Source: an optimization exercise on an open RTL-to-GDS flow (aim: small area and a short achievable clock period). Production flows keep margins and buffers that such runs may drop. RTL that was checked went through simulation tests only; none was proved equivalent to the original. Power is estimated from default activity; no workload was simulated.

v36:
## viterbi_decoder
module viterbi_decoder (
   input  wire       clk,
   input  wire       rst,
   input  wire       enable_i,
   input  wire [1:0] symbol_i,
   output wire       d_out_o,
   output wire       d_valid_o
);
   function automatic [1:0] code(input integer j);
      reg [2:0] s;
      begin
         s    = 2 * j;
         code = {^(s & 3'b111), ^(s & 3'b101)};
      end
   endfunction
   integer k;
   reg [3:0] up_q;     
   reg [3:0] dn_q;     
   reg       frc_q;    
   reg [3:0] ph_q;     
   reg [2:0] bc_q;     
   reg       vld_q;
   always @(posedge clk) begin
      for (k = 0; k < 4; k = k + 1) begin
         up_q[k] <= (symbol_i == code(k));
         dn_q[k] <= (symbol_i == ~code(k));
      end
      frc_q <= (bc_q == 3'd0) && (ph_q < 4'd3);
   end
   always @(posedge clk or negedge rst) begin
      if (!rst) begin
         ph_q  <= 4'd0;
         bc_q  <= 3'd0;
         vld_q <= 1'b0;
      end else if (!enable_i) begin
         ph_q  <= 4'd0;
         bc_q  <= 3'd0;
         vld_q <= 1'b0;
      end else begin
         ph_q <= ph_q + 4'd1;
         if (ph_q == 4'd15 && !bc_q[2])
            bc_q <= bc_q + 3'd1;
         vld_q <= vld_q | (bc_q[2] & (ph_q >= 4'd3));
      end
   end
   reg [3:0] pm [0:7];
   reg [7:0] dec_q;
   genvar j;
   generate
      for (j = 0; j < 4; j = j + 1) begin : g_bf
         wire       up  = up_q[j];          
         wire       dn  = dn_q[j];          
         wire [3:0] a0  = pm[2*j];
         wire [3:0] a1  = pm[2*j+1];
         wire [3:0] eq  = ~(a1 ^ a0);
         wire [2:0] g   = ~a1[2:0] & a0[2:0];
         wire       b1  = g[0];
         wire       b2  = g[1] | (eq[1] & g[0]);
         wire       b3  = g[2] | (eq[2] & g[1]) | (eq[2] & eq[1] & g[0]);
         wire       e1  = eq[1] ^ ~b1;
         wire       e2  = eq[2] ^ ~b2;
         wire       e3  = eq[3] ^ ~b3;
         wire       sl  = !frc_q & ((e3 & ~(up & e2 & e1)) | (dn & ~e2 & ~e1));
         wire       sh  = !frc_q & ((e3 & ~(dn & e2 & e1)) | (up & ~e2 & ~e1));
         wire [3:0] a0p = a0 + 4'd1;
         wire [3:0] a0m = a0 - 4'd1;
         wire [3:0] a1p = a1 + 4'd1;
         wire [3:0] a1m = a1 - 4'd1;
         wire [3:0] c0l = up ? a0m : dn ? a0p : a0;    
         wire [3:0] c1l = up ? a1p : dn ? a1m : a1;    
  ...
clock: 5.0 ns
lec_check: 0
cap_margin: 20
core_margin: 2
core_utilization: 40
setup_slack_margin: 3.3
slew_margin: 20
run.sh (not shown) runs the stock make flow with config.mk's settings and CLKGATE_MAP_FILE= SYNTH_SCRIPT=/design/flow/synth_recipe.tcl, a recipe that flattens the netlist after the stock synthesis.
v36 has completed all stages; timing, DRC and antenna checks passed.
Here is what was changed in the inputs of v37 compared with v36.
- setting CTS_CLUSTER_SIZE to 24 for the first time
- setting CTS_CLUSTER_DIAMETER to 100 for the first time
--- outcome ---
v37 ended up with pm[7][1] as its destination of the critical timing path; v36 ended up with pm[7][3]. Side by side, total number of cells along the worst setup path turned out lower in v37 than in v36. v37 vs v36, switching power went down by about 6%. The met3 routed wirelength of v37 is lower than that of v36. In v37 relative to v36, peak supply drop had gone down slightly.
Function was not checked in any run of this note: the RTL went through the layout flow alone.

Setup of run A:
Another version of the RTL of viterbi_decoder (not shown whole).
Size: about 940 cells after synthesis, roughly 320 flip-flops, about 7 I/O pins.
export LEC_CHECK = 0
export CAP_MARGIN = 20
export CORE_MARGIN = 2
export CORE_UTILIZATION = 50
export CTS_CLUSTER_DIAMETER = 60
export CTS_CLUSTER_SIZE = 30
export SETUP_SLACK_MARGIN = 3.0
export SLEW_MARGIN = 20
create_clock -name core_clock -period 5.0 [get_ports {clk}]
Run A went all the way through the flow, and no timing, DRC or antenna check failed.
--- input diff run A..run B ---
- swapping 3.0 for 3.3 in SETUP_SLACK_MARGIN
- swapping 50 for 40 in CORE_UTILIZATION
- swapping 60 for 100 in CTS_CLUSTER_DIAMETER
- swapping 30 for 24 in CTS_CLUSTER_SIZE
Source of the critical timing path = vld_q$_DFF_PN0_: run A; source of the critical timing path = pm[4][1]$_DFF_P_: run B
Run A → run B: final wirelength fell by 340 µm, clock transition at the registers of the reported paths stayed essentially flat, growth of design area from synthesis to finish rose by 2.3 points, sequential power stayed essentially flat, share of synthesized cell area in and, or, nand and nor gates stayed essentially flat.
Sequential group share of total power in run B vs run A: up 0.3 points
Of the two values seen for critical path class, reg -> reg was produced by run B and reg -> out by run A.
The inputs of run C differ from those of run B as listed below.
- swapping 3.3 for 2.9 in SETUP_SLACK_MARGIN
- swapping 40 for 65 in CORE_UTILIZATION
- swapping 24 for 30 in CTS_CLUSTER_SIZE
- putting PLACE_DENSITY at 0.75 where nothing was set
Results
Run C vs run B — via count climbed slightly
Note that the via density per instance recorded for run C amounts to 1.16 times the value seen in run B.
Changes observed in run C relative to run B: post-layout instance area -5.7%, worst hold slack level, proportion of cell area spent on the clock network now smaller, total of plain and repair buffers excluding clock buffers lower.
## Diff of input files: run D against run C
- a change of SETUP_SLACK_MARGIN from 2.9 to 2.8
- a change of CORE_UTILIZATION from 65 to 40
- a deleted PLACE_DENSITY that had been 0.75
## What came out
Run D finished all stages; the layout is clean.
Looking at die area across run D and run C, the one that comes out higher is run D.
Global-route track usage on met1 (higher): run C
Summary of run D over run C: first-iteration DRC count went up, cell area went down, core utilization of the finished layout went down.
Measured against each other, run D and run C differ in clock period minus final worst setup slack, the higher figure coming from run D.

## afterwards: timing with drivers on the ports
The flow's constraints put no driver on any port. The routed layouts listed below were extracted and timed again, unchanged, in two steps. Step 1, drivers: a clkbuf_16 drives clk and a buf_2 each remaining input, both assumed. Step 2 adds t to the input delays and takes it off the output delays; t is the mean of the earliest and latest rising clock arrival at the registers after step 1. Input paths then give back, and output paths get back, about the clock's delay inside the block. a / b / c = ideal ports / drivers / drivers and shift; a / b = the first two.
run	shift t [ns]	setup WS [ns]	hold slack, ns	latest minus earliest clock arrival (ns)
v36	0.605	2.876 / 2.876 / 2.876	0.325 / 0.325 / 0.325	0.026 / 0.026
v37	0.540	2.888 / 2.888 / 2.888	0.331 / 0.331 / 0.331	0.013 / 0.013
run A	0.563	2.981 / 2.935 / 2.991	0.326 / 0.326 / 0.326	0.024 / 0.024
run B	0.532	2.975 / 2.935 / 2.975	0.332 / 0.332 / 0.332	0.015 / 0.015
run C	0.528	2.911 / 2.911 / 2.911	0.329 / 0.329 / 0.329	0.020 / 0.019
run D	0.530	2.847 / 2.800 / 2.889	0.336 / 0.336 / 0.336	0.020 / 0.021
After both steps setup and hold are still met in every run listed.
